This design comes from an exercise in tuning for a short achievable clock period and few clock cycles on the open sky130 flow, not from production work. The RTL was checked by simulation tests, not by an equivalence proof against the original design. No activity file was given, so power comes from the tool's default toggle rates.

`flow/constraint.sdc`:
```
create_clock -name core_clock -period 11.0 [get_ports {clk}]
set_input_delay 2.2000 -clock core_clock [delete_from_list [all_inputs] [get_ports {clk}]]
set_output_delay 2.2000 -clock core_clock [all_outputs]
set_load 0.01 [all_outputs]
```
`flow/run.sh`:
```
#!/bin/bash
# synth_recipe.tcl (not shown) runs the flow's synth.tcl, then flattens the netlist and writes it again
# the make line also repeats each setting of config.mk as NAME=value (left out here)
make -C /OpenROAD-flow-scripts/flow DESIGN_CONFIG=/design/flow/config.mk WORK_HOME=/design/flow/orfs CLKGATE_MAP_FILE= SYNTH_SCRIPT=/design/flow/synth_recipe.tcl finish
```
`flow/design.v`:
```
`default_nettype none
package core_pkg;
    typedef enum logic [6:0] {
        OPC_OP     = 7'b0110011,
        OPC_OP_IMM = 7'b0010011,
        OPC_LOAD   = 7'b0000011,
        OPC_STORE  = 7'b0100011,
        OPC_BRANCH = 7'b1100011,
        OPC_JAL    = 7'b1101111,
        OPC_LUI    = 7'b0110111
    } opcode_e;
    typedef enum logic [2:0] {
        ALU_ADD = 3'b000,
        ALU_SUB = 3'b001,
        ALU_AND = 3'b010,
        ALU_OR  = 3'b011,
        ALU_XOR = 3'b100,
        ALU_SLT = 3'b101
    } alu_op_e;
    typedef enum logic [2:0] {
        IMM_I = 3'b000,
        IMM_S = 3'b001,
        IMM_B = 3'b010,
        IMM_J = 3'b011,
        IMM_U = 3'b100
    } imm_sel_e;
    typedef enum logic [1:0] {
        RES_ALU = 2'b00,
        RES_MEM = 2'b01,
        RES_PC4 = 2'b10,
        RES_IMM = 2'b11
    } result_sel_e;
    typedef struct packed {
        logic zero;
        logic negative;
        logic carry;
        logic overflow;
    } alu_flags_t;
endpackage
`default_nettype wire
`default_nettype none
module control_decoder (
    input  wire logic [32-1:0] instr_i,
    input  core_pkg::alu_flags_t        flags_i,
    output core_pkg::alu_op_e        alu_op_o,
    output logic                  alu_src_o,
    output core_pkg::imm_sel_e        imm_sel_o,
    output core_pkg::result_sel_e        result_sel_o,
    output logic                  reg_write_o,
    output logic                  mem_write_o,
    output logic                  pc_src_o
);
    logic [6:0] opcode;
    logic [2:0] funct3;
    logic       funct7_b5;
    logic       fn_ok;
    core_pkg::alu_op_e    fn_op;
    logic       br_take;
    assign opcode    = instr_i[6:0];
    assign funct3    = instr_i[14:12];
    assign funct7_b5 = instr_i[30];
    always_comb begin
        fn_ok = 1'b1;
        case (funct3)
            3'b000:  fn_op = core_pkg::ALU_ADD;
            3'b010:  fn_op = core_pkg::ALU_SLT;
            3'b100:  fn_op = core_pkg::ALU_XOR;
            3'b110:  fn_op = core_pkg::ALU_OR;
            3'b111:  fn_op = core_pkg::ALU_AND;
            default: begin
                fn_op = core_pkg::ALU_ADD;
                fn_ok = 1'b0;
            end
        endcase
    end
    always_comb begin
        alu_op_o     = core_pkg::ALU_ADD;
        alu_src_o    = 1'b0;
        imm_sel_o    = core_pkg::IMM_I;
        result_sel_o = core_pkg::RES_ALU;
        reg_write_o  = 1'b0;
        mem_write_o  = 1'b0;
        case (opcode)
            core_pkg::OPC_OP: begin
                alu_op_o    = (funct3 == 3'b000 && funct7_b5) ? core_pkg::ALU_SUB : fn_op;
                reg_write_o = fn_ok;
            end
            core_pkg::OPC_OP_IMM: begin
                alu_op_o    = fn_op;
                alu_src_o   = 1'b1;
                reg_write_o = fn_ok;
            end
            core_pkg::OPC_LOAD: begin
                alu_src_o    = 1'b1;
                result_sel_o = core_pkg::RES_MEM;
                reg_write_o  = (funct3 == 3'b010);
            end
            core_pkg::OPC_STORE: begin
                alu_src_o   = 1'b1;
                imm_sel_o   = core_pkg::IMM_S;
                mem_write_o = (funct3 == 3'b010);
            end
            core_pkg::OPC_BRANCH: begin
                alu_op_o  = core_pkg::ALU_SUB;
                imm_sel_o = core_pkg::IMM_B;
            end
            core_pkg::OPC_JAL: begin
                imm_sel_o    = core_pkg::IMM_J;
                result_sel_o = core_pkg::RES_PC4;
                reg_write_o  = 1'b1;
            end
            core_pkg::OPC_LUI: begin
                imm_sel_o    = core_pkg::IMM_U;
                result_sel_o = core_pkg::RES_IMM;
                reg_write_o  = 1'b1;
            end
            default: ;
        endcase
    end
    always_comb begin
        case (funct3)
            3'b000:  br_take = flags_i.zero;
            3'b001:  br_take = !flags_i.zero;
            3'b100:  br_take = flags_i.negative ^ flags_i.overflow;
            default: br_take = 1'b0;
        endcase
        pc_src_o = (opcode == core_pkg::OPC_JAL) || ((opcode == core_pkg::OPC_BRANCH) && br_take);
    end
endmodule
`default_nettype wire
`default_nettype none
module imm_extend (
    input  wire logic [32-1:0] instr_i,
    input  core_pkg::imm_sel_e        imm_sel_i,
    output logic [32-1:0]      imm_o
);
    logic sgn;
    assign sgn = instr_i[31];
    always_comb begin
        case (imm_sel_i)
            core_pkg::IMM_I: begin
                imm_o = {{(32-12){sgn}}, instr_i[31:20]};
            end
            core_pkg::IMM_S: begin
                imm_o = {{(32-12){sgn}}, instr_i[31:25], instr_i[11:7]};
            end
            core_pkg::IMM_B: begin
                imm_o = {{(32-12){sgn}}, instr_i[7], instr_i[30:25],
                         instr_i[11:8], 1'b0};
            end
            core_pkg::IMM_J: begin
                imm_o = {{(32-20){sgn}}, instr_i[19:12], instr_i[20],
                         instr_i[30:21], 1'b0};
            end
            core_pkg::IMM_U: begin
                imm_o = {instr_i[31:12], 12'h000};
            end
            default: begin
                imm_o = '0;
            end
        endcase
    end
endmodule
`default_nettype wire
`default_nettype none
module alu (
    input  wire logic [32-1:0] a_i,
    input  wire logic [32-1:0] b_i,
    input  core_pkg::alu_op_e        op_i,
    output logic [32-1:0]      result_o,
    output core_pkg::alu_flags_t  flags_o
);
    logic             do_sub;
    logic [32-1:0] b_eff;
    logic [32-1:0] sum;
    logic             carry;
    logic             ovf;
    assign do_sub = (op_i == core_pkg::ALU_SUB) || (op_i == core_pkg::ALU_SLT);
    assign b_eff  = do_sub ? ~b_i : b_i;
    assign {carry, sum} = {1'b0, a_i} + {1'b0, b_eff} + {{32{1'b0}}, do_sub};
    assign ovf = (a_i[32-1] == b_eff[32-1]) && (sum[32-1] != a_i[32-1]);
    always_comb begin
        case (op_i)
            core_pkg::ALU_ADD, core_pkg::ALU_SUB: result_o = sum;
            core_pkg::ALU_AND:          result_o = a_i & b_i;
            core_pkg::ALU_OR:           result_o = a_i | b_i;
            core_pkg::ALU_XOR:          result_o = a_i ^ b_i;
            core_pkg::ALU_SLT:          result_o = {{(32-1){1'b0}}, sum[32-1] ^ ovf};
            default:          result_o = sum;
        endcase
    end
    assign flags_o.zero     = (result_o == '0);
    assign flags_o.negative = sum[32-1];
    assign flags_o.carry    = carry;
    assign flags_o.overflow = ovf;
endmodule
`default_nettype wire
`default_nettype none
module register_file (
    input  wire logic             clk,
    input  wire logic             arst_n_i,
    input  wire logic [4:0]       rs1_addr_i,
    input  wire logic [4:0]       rs2_addr_i,
    input  wire logic [4:0]       rd_addr_i,
    input  wire logic             rd_we_i,
    input  wire logic [32-1:0] rd_data_i,
    output logic [32-1:0]      rs1_data_o,
    output logic [32-1:0]      rs2_data_o
);
    logic [32-1:0] regs [32];
    always_ff @(posedge clk or negedge arst_n_i) begin
        if (!arst_n_i) begin
            for (int i = 0; i < 32; i++) begin
                regs[i] <= '0;
            end
        end else if (rd_we_i && (rd_addr_i != 5'd0)) begin
            regs[rd_addr_i] <= rd_data_i;
        end
    end
    assign rs1_data_o = regs[rs1_addr_i];
    assign rs2_data_o = regs[rs2_addr_i];
endmodule
`default_nettype wire
`default_nettype none
module pc_unit (
    input  wire logic             clk,
    input  wire logic             arst_n_i,
    input  wire logic [32-1:0] imm_i,
    input  wire logic             pc_src_i,
    output logic [32-1:0]      pc_o,
    output logic [32-1:0]      pc_plus4_o
);
    logic [32-1:0] pc_target;
    logic [32-1:0] pc_next;
    assign pc_plus4_o = pc_o + 32'd4;
    assign pc_target  = pc_o + imm_i;
    assign pc_next    = pc_src_i ? pc_target : pc_plus4_o;
    always_ff @(posedge clk or negedge arst_n_i) begin
        if (!arst_n_i) begin
            pc_o <= 32'h0000_0000;
        end else begin
            pc_o <= pc_next;
        end
    end
endmodule
`default_nettype wire
`default_nettype none
module risc_core (
    input  wire logic             clk,
    input  wire logic             arst_n_i,
    output logic [32-1:0]      pc_o,
    input  wire logic [32-1:0] instr_i,
    output logic [32-1:0]      dmem_addr_o,
    output logic [32-1:0]      dmem_wdata_o,
    output logic                  dmem_we_o,
    input  wire logic [32-1:0] dmem_rdata_i,
    output logic                  rf_we_o,
    output logic [4:0]            rf_waddr_o,
    output logic [32-1:0]      rf_wdata_o
);
    logic [32-1:0] rs1_data;
    logic [32-1:0] rs2_data;
    logic [32-1:0] imm;
    logic [32-1:0] alu_b;
    logic [32-1:0] alu_result;
    core_pkg::alu_flags_t       alu_flags;
    logic [32-1:0] pc_plus4;
    logic [32-1:0] wb_data;
    core_pkg::alu_op_e          ctrl_alu_op;
    logic             ctrl_alu_src;
    core_pkg::imm_sel_e         ctrl_imm_sel;
    core_pkg::result_sel_e      ctrl_result_sel;
    logic             ctrl_reg_write;
    logic             ctrl_mem_write;
    logic             ctrl_pc_src;
    pc_unit i_pc_unit (
        .clk        (clk),
        .arst_n_i   (arst_n_i),
        .imm_i      (imm),
        .pc_src_i   (ctrl_pc_src),
        .pc_o       (pc_o),
        .pc_plus4_o (pc_plus4)
    );
    control_decoder i_control_decoder (
        .instr_i (instr_i),
        .flags_i (alu_flags),
        .alu_op_o     (ctrl_alu_op),
        .alu_src_o    (ctrl_alu_src),
        .imm_sel_o    (ctrl_imm_sel),
        .result_sel_o (ctrl_result_sel),
        .reg_write_o  (ctrl_reg_write),
        .mem_write_o  (ctrl_mem_write),
        .pc_src_o     (ctrl_pc_src)
    );
    imm_extend i_imm_extend (
        .instr_i (instr_i),
        .imm_sel_i (ctrl_imm_sel),
        .imm_o   (imm)
    );
    register_file i_register_file (
        .clk        (clk),
        .arst_n_i   (arst_n_i),
        .rs1_addr_i (instr_i[19:15]),
        .rs2_addr_i (instr_i[24:20]),
        .rd_addr_i  (instr_i[11:7]),
        .rd_we_i    (ctrl_reg_write),
        .rd_data_i  (wb_data),
        .rs1_data_o (rs1_data),
        .rs2_data_o (rs2_data)
    );
    assign alu_b = ctrl_alu_src ? imm : rs2_data;
    alu i_alu (
        .a_i      (rs1_data),
        .b_i      (alu_b),
        .op_i     (ctrl_alu_op),
        .result_o (alu_result),
        .flags_o  (alu_flags)
    );
    assign dmem_addr_o  = alu_result;
    assign dmem_wdata_o = rs2_data;
    assign dmem_we_o    = ctrl_mem_write;
    always_comb begin
        case (ctrl_result_sel)
            core_pkg::RES_ALU: wb_data = alu_result;
            core_pkg::RES_MEM: wb_data = dmem_rdata_i;
            core_pkg::RES_PC4: wb_data = pc_plus4;
            core_pkg::RES_IMM: wb_data = imm;
            default: wb_data = alu_result;
        endcase
    end
    assign rf_we_o    = ctrl_reg_write;
    assign rf_waddr_o = instr_i[11:7];
    assign rf_wdata_o = wb_data;
endmodule
`default_nettype wire
```
`flow/config.mk`:
```
export PLATFORM = sky130hd
export DESIGN_NAME = risc_core
export DESIGN_NICKNAME = risc_core
export VERILOG_FILES = /design/flow/design.v
export SDC_FILE = /design/flow/constraint.sdc
export NUM_CORES = 4
export LEC_CHECK = 0
export CAP_MARGIN = 20
export CORE_MARGIN = 2
export CORE_UTILIZATION = 40
export SETUP_SLACK_MARGIN = 0.3
export SLEW_MARGIN = 20
```
==> results.toml <==
[clocking]
postCtsHoldBufs = 0
clock_path_buffers = 3
root_buffer = "clkbuf_16"
htree_num_levels = 3
cts_tree = "done"
cts_sinks = 1056
insertion_delay_ns = 0.82
clk_pin_slew_ns = 0.05
cts_made_buffers = 115

[synth]
ys_types = 77
syn-num-nets = 6904
synthTopCellsByCount = "nand2_1, o21ai_0, dfrtp_1"
synth_top_family_by_area = "compound AO/OA/AOI/OAI gates"
synth_xor_area_share_pct = 1.51
ys_ff_latch = 1056
synth_warnings = 7
syn_inst = 6710
syn_area_sq_mm = 0.0578
synth-compound-area-share_pct = 28.3
synth.top_cell.area_share_pct = 45.7
synth_edf_count = 0
synthTopCellsByArea = "dfrtp_1, o21ai_0, nand2_1"
ys_seq_area_share_pct = 45.7
synthArstFlopShare_pct = 100
ys.flop_type = "dfrtp_1"
avgSynthCellArea_sq_um = 8.61
yosysTopAreaCell = "dfrtp_1"
synth_adder_area_share_pct = 2.80
synthSimpleGateAreaFrac_pct = 15.7
yosysMostFrequentCell = "nand2_1"
muxShareOfSynthArea_pct = 0.806

[layout]
fin_nets = 7212
stdcell_count = 9030
multi_input_area_sq_mm = 0.0296
stdcell_area_sq_mm = 0.0709
seq_area_sq_mm = 0.0264
final_util_pct = 49.4
drive_above_1_share_pct = 14.6
fillerInstances = 13700
synthToLayoutAreaGrowth_pct = 22.8

[global_routing]
grt_remaining_overflow = 0
grt_max_degree = 173
busiest_layer = "met2"
use_met2_pct = 64.7
antenna_found_initial = 15
grt_usage_pct = 45.1
use_met3_pct = 12.0
grt_pass1_vias = 56200
met1_usage_pct = 60.1
grt_pass1_wl_microns = 465000

[critical_path]
cpMostUsedCell = "buf_4"
critPathMaxStageDelay_ns = 0.54
start_kind = "primary input"
r2r_cells = 25
arrival_ns = 8.42
worst-path-max-fanout = 14
crit_cells = 29
path_buf_inv = 12
end_kind = "output pin"
worstSetupPathType = "in2out"
critical_path_required_ns = 8.80
cpMaxStageDelayCell = "nor2_4"
crit_family = "buffers and inverters"

[floorplan]
rows = 139
die-area_sq_mm = 0.148
pin_count = 201
coreArea_sq_mm = 0.143
initial_core_util_pct = 40.3
die_h_microns = 384
die_x_microns = 384

[timing]
fin_ws_ns = 0.380
relSlewSlack_pct = 16.3
finalSetupTns_ns = 0
tightest_slew_ns = 1.26
min_period_ns = 10.62
setup_violations = 0
final.setup_skew_ns = 0.0995
final-hold-violation-count = 0
finalCritPeriodShare_pct = 96.5
timing.fmax_mhz = 94.2
drv_slew = 0
rsz0062_at_grt = "true"
hold_slack_ns = 0.406

[place]
dp_cells = 8731
dp_slack_ns = -0.248
place.gp.congestion = 1.03
io_buffers = 200
dpl_cell_area_sq_mm = 0.0658
place_hpwl_microns = 223000

[routing]
viasPerCell = 6.74
post_drt_wl_per_cell_microns = 37.6
drc = 0
drt-initial-drc-count = 8631
ant_nets = 0
routed_wl_microns = 340000
via_count = 60900
first_pass_iters = 6

[run_status]
status = "complete, no violations"

[worst_hold_path]
hold_path_depth = 0
min_path_type = "reg2reg"

[pwr]
pwr_density_cell_mw_per_mm2 = 136
p_leak_nw = 31.7
power.total_mw = 9.66
peakVddDrop_mv = 0.163

[flow_run]
drv_cap = 0
==> layout make-up <==
cell class,instances,share of cell area (%)
inverter,139,0.735
sequential,1056,37.2
clock inverter,51,0.931
tap,1903,3.36
multi-input combinational,4883,41.8
antenna,14,0.0494
timing repair buffer,823,11.3
clock buffer,161,4.64
==> timing repair <==
action,in CTS,in global routing
pin swaps,26,7
endpoints found under the setup margin,26,32
gates resized for setup,29,56
setup buffers,63,8
==> state kept, by name, summed over array words and instances (netlist names) <==
| signal | count |
|---|---|
| i_pc_unit.pc_o | 32 |
| i_register_file.regs | 1024 |
==> routing by layer <==
layer,wire length (microns),vias to the layer above
li1,-,25000
met1,130000,29900
met2,140000,4649
met3,40600,1296
met4,28200,14
met5,92,-
==> cells in the final DEF, fill, tap and decap left out, drive strengths merged, types with 30 or more instances in the layout <==
| cell type | netlist | final |
|---|---|---|
| a21o | 33 | 33 |
| a21oi | 180 | 180 |
| o21ai | 1105 | 1105 |
| o32a | 31 | 31 |
| a221oi | 198 | 198 |
| buf | 53 | 624 |
| ha | 126 | 126 |
| xnor2 | 66 | 66 |
| nor4 | 36 | 36 |
| a22oi | 574 | 574 |
| xor2 | 31 | 31 |
| nand3 | 115 | 115 |
| dfrtp | 1056 | 1056 |
| nand4 | 97 | 97 |
| inv | 139 | 141 |
| clkbuf | 579 | 161 |
| nor2 | 173 | 173 |
| mux2i | 33 | 33 |
| nor3 | 73 | 73 |
| a22o | 200 | 200 |
| o21a | 39 | 39 |
| nand2 | 1407 | 1407 |
| clkdlybuf4s50 | 0 | 188 |
| and3 | 30 | 30 |
==> power by group <==
group          switching [mW]  internal (mW)
logic                   0.927          0.524
clock network            1.79           2.33
registers               0.128           3.96
==> cells by family after synthesis <==
family                   count (synthesis)
flip-flops                            1056
XOR/XNOR                                98
adder cells (fa/ha/maj)                128
AND/OR/NAND/NOR                       2094
AO/OA/AOI/OAI                         2520
multiplexers                            43
buffers and inverters                  771
==> worst paths after layout <==
kind / end / startpoint / slack [ns]
min reg2reg: i_register_file.regs[0][27]$_DFFE_PN0P_ / i_register_file.regs[0][27]$_DFFE_PN0P_ / 0.41
max reg2reg: i_pc_unit.pc_o[23]$_DFF_PN0_ / i_register_file.regs[21][4]$_DFFE_PN0P_ / 3.46
min: i_register_file.regs[0][27]$_DFFE_PN0P_ / i_register_file.regs[0][27]$_DFFE_PN0P_ / 0.41
max in group asynchronous: i_register_file.regs[31][21]$_DFFE_PN0P_ / arst_n_i / 7.29
max: rf_wdata_o[23] / instr_i[18] / 0.38
min in group asynchronous: i_pc_unit.pc_o[4]$_DFF_PN0_ / arst_n_i / 1.37
Testbench counts, summed over its fixed seeds: cycles 51,352.

==> port drivers added, routing unchanged <==
No port has a modelled driver above. Below, the same layout with a new extraction and two added sets of constraints. Step 1 sets driving cells, clkbuf_16 on the clock port and buf_2 on the other inputs (assumed; they add their load-dependent delay and slew). Step 2 also shifts input and output timing later by t, the mid clock arrival at the registers, as if the neighbouring blocks saw the same clock. a / b / c = ideal ports / drivers / drivers and shift; a / b = the first two.
shift t [ns]: 0.863
slack for setup (ns): 0.380 / 0.255 / 0.255
hold slack, ns: 0.406 / 0.406 / 0.406
worst slew at a driven data input, ns: 0.12
After both steps setup and hold are still met in this run. The setup slack of this run moves by -0.125 ns with the drivers and by -0.125 ns with both steps.
